From an optimization exercise on the open Yosys and OpenROAD flow, aimed at a short achievable clock period and few clock cycles per item; shortcuts taken in it are not production practice. Function was checked by simulation only, so behaviour that the tests miss may differ from the original. Power figures rest on the tool's default switching activity, not on a simulated workload.

## main
==> flow/design.v (excerpt) <==
module cpu (
    input  logic                 clk,
    input  logic                 reset,
    output logic [32-1:0] iaddr,
    input  logic [32-1:0] idata,
    output logic [32-1:0] daddr,
    input  logic [32-1:0] drdata,
    output logic [32-1:0] dwdata,
    output logic [3:0]           dwe
);
Settings: LEC_CHECK=0, ABC_CLOCK_PERIOD_IN_PS=3000, CAP_MARGIN=20, CORE_MARGIN=2, CORE_UTILIZATION=40, SETUP_SLACK_MARGIN=5, SLEW_MARGIN=20; clock period 9.5 ns.
standard.sh (not shown) runs the stock make flow with config.mk's settings and CLKGATE_MAP_FILE= SYNTH_SCRIPT=/design/flow/synth_recipe.tcl, a recipe that flattens the netlist after the stock synthesis.
==> flow/flow/run.sh <==
#!/bin/bash
set -euo pipefail
bash standard.sh SETUP_SLACK_MARGIN=6.2 finish > standard.log 2>&1
main reached the end of the flow, and the finished layout is clean on the timing, design-rule and antenna checks.
Testbench counts of main, summed over its fixed seeds: cycles 78,381, instret 70,809.
What the feature branch does differently from main at the input level:
--- a/flow/design.v
+++ b/flow/design.v
@@ -198,23 +198,23 @@
     logic                 id_pred;
     logic [32-1:0] id_ptgt;
     logic                 ex_valid;
     logic                 ex_we;
     logic [4:0]           ex_rd;
     logic                 ex_load;
     logic                 ex_store;
     logic                 ex_branch;
     logic                 ex_jalr;
     logic                 ex_jal;
     logic                 ex_pred;      
-    logic                 ex_btgt_ok;   
+    logic [32-1:0] ex_ptgt;
     logic [32-1:0] ex_k;         
     logic [32-1:0] ex_k1;        
     logic                 ex_hit;
     logic [1:0]           ex_ctr;
     logic [32-1:0] ex_pc;
     logic [32-1:0] ex_pc4;
     logic [32-1:0] ex_btgt;      
     logic [5:0]           ex_cond;
     logic [32-1:0] ex_a;
     logic [32-1:0] ex_b;
     logic [32-1:0] ex_c;
@@ -384,23 +384,23 @@
         .lt_s  (ex_lt_s),
         .lt_u  (ex_lt_u),
         .taken (ex_taken)
     );
     logic                 ex_redirect;
     logic [32-1:0] jalr_target;
     logic [32-1:0] ex_target;
     logic                 ex_act;        
     logic                 btgt_ok;       
     logic                 jtgt_ok;       
     assign jalr_target = ex_c + ex_imm;
-    assign btgt_ok = ex_btgt_ok;
+    assign btgt_ok = (ex_ptgt == ex_btgt);
     assign jtgt_ok = (ex_c == ex_k) || (ex_c == ex_k1);
     assign ex_act = ex_jal || ex_jalr || (ex_branch && ex_taken);
     logic                 red_t, red_n;
     logic [32-1:0] tgt_t, tgt_n;
     logic [32-1:0] jalr_pc;
     logic [32-1:0] f_next;        
     logic                 id_valid_next;
     logic [32-1:0] nxt_t, nxt_n;
     assign jalr_pc = {jalr_target[32-1:1], 1'b0};
     assign red_t = ex_valid && (ex_jalr ? !(ex_pred && jtgt_ok) :
                                 (ex_jal || ex_branch) ? !(ex_pred && btgt_ok) : ex_pred);
@@ -491,23 +491,23 @@
             id_pred  <= f_pred;
             id_ptgt  <= f_tgt;
         end
     end
     always_ff @(posedge clk) begin
         ex_rd       <= rd;
         ex_store    <= d_store;
         ex_branch   <= d_branch;
         ex_jalr     <= d_jalr;
         ex_jal      <= d_jal;
         ex_pred     <= id_pred || d_pred;
-        ex_btgt_ok  <= !id_pred || id_ptgt == d_target;
+        ex_ptgt     <= id_pred ? id_ptgt : d_target;
         ex_k        <= {id_ptgt[32-1:1], 1'b0} - d_imm;
         ex_k1       <= {id_ptgt[32-1:1], 1'b1} - d_imm;
         ex_hit      <= id_hit;
         ex_ctr      <= id_ctr;
         ex_pc       <= id_pc;
         ex_pc4      <= id_pc4;
         ex_btgt     <= d_target;
         ex_cond     <= d_cond;
         ex_a        <= op_a;
         ex_b        <= op_b;
         ex_c        <= (d_store ? hit2_ex : hit1_ex) ? ex_res : (d_store ? early2 : early1);
Results
Of the feature branch and main, the higher shortest period the worst path allows belongs to main. The feature branch and main ended up with roughly the same power per standard cell area. Compared with main, in the feature branch clock network contribution to total cell area now sits at about the same level, synthesized-area fraction occupied by xor and xnor cells now sits at about the same level. | count of placed standard cells in the final layout, fillers left out | main vs the feature branch | ≈ equal |. Core utilization delta (main -> the feature branch): insignificant. Capturing element of the worst setup path = ex_btgt_ok: main; capturing element of the worst setup path = ex_b[16]: the feature branch. For proportion of register bits with asynchronous set or reset after synthesis, the feature branch and main come out practically identical. Measured against each other, the feature branch and main differ in portion of total power attributed to combinational logic, the lower figure coming from the feature branch. The met1 demand-to-capacity share in global routing number comes out lower for the feature branch vs main. The feature branch: standard-cell row count is 1 higher than what main reported. The feature branch: total routed wire length on the met1 layer is about 3% lower than what main reported. The buffering overhead number comes out higher for the feature branch vs main. When the feature branch is set beside main, its count of clock-buffer cells in the layout turns out to be 9 smaller. The cell with the biggest individual delay on the critical path comes out or4b_4 in one run and a221o_2 in the other, namely in main and the feature branch respectively. Looking at number of buffers outside the clock class in the layout, the feature branch sits 2.3% above main.
Testbench counts of the feature branch, summed over its fixed seeds: cycles 78,381, instret 70,809.

-- port drivers added, routing unchanged --
No port has a modelled driver above. Below, the same layouts with a new extraction and two added sets of constraints. Step 1, drivers: a clkbuf_16 drives clk and a buf_2 each remaining input, both assumed. Step 2 adds t to the input delays and takes it off the output delays; t is the mean of the earliest and latest rising clock arrival at the registers after step 1. Input paths then give back, and output paths get back, about the clock's delay inside the block. Slacks: ideal / step 1 / step 2; pairs: ideal / step 1.
| run | shift t [ns] | setup slack, ns | hold WS [ns] | worst setup path after step 2 | latest minus earliest clock arrival (ns) |
|---|---|---|---|---|---|
| main | 0.962 | 5.268 / 5.268 / 5.063 | 0.296 / 0.296 / 0.296 | input to register | 0.137 / 0.137 |
| the feature branch | 0.976 | 5.723 / 5.723 / 5.151 | 0.328 / 0.328 / 0.328 | input to register | 0.113 / 0.113 |
After both steps setup and hold are still met in every run listed. For the feature branch, which loses most, drivers alone change the setup slack by 0.000 ns; drivers and shift together by -0.572 ns.
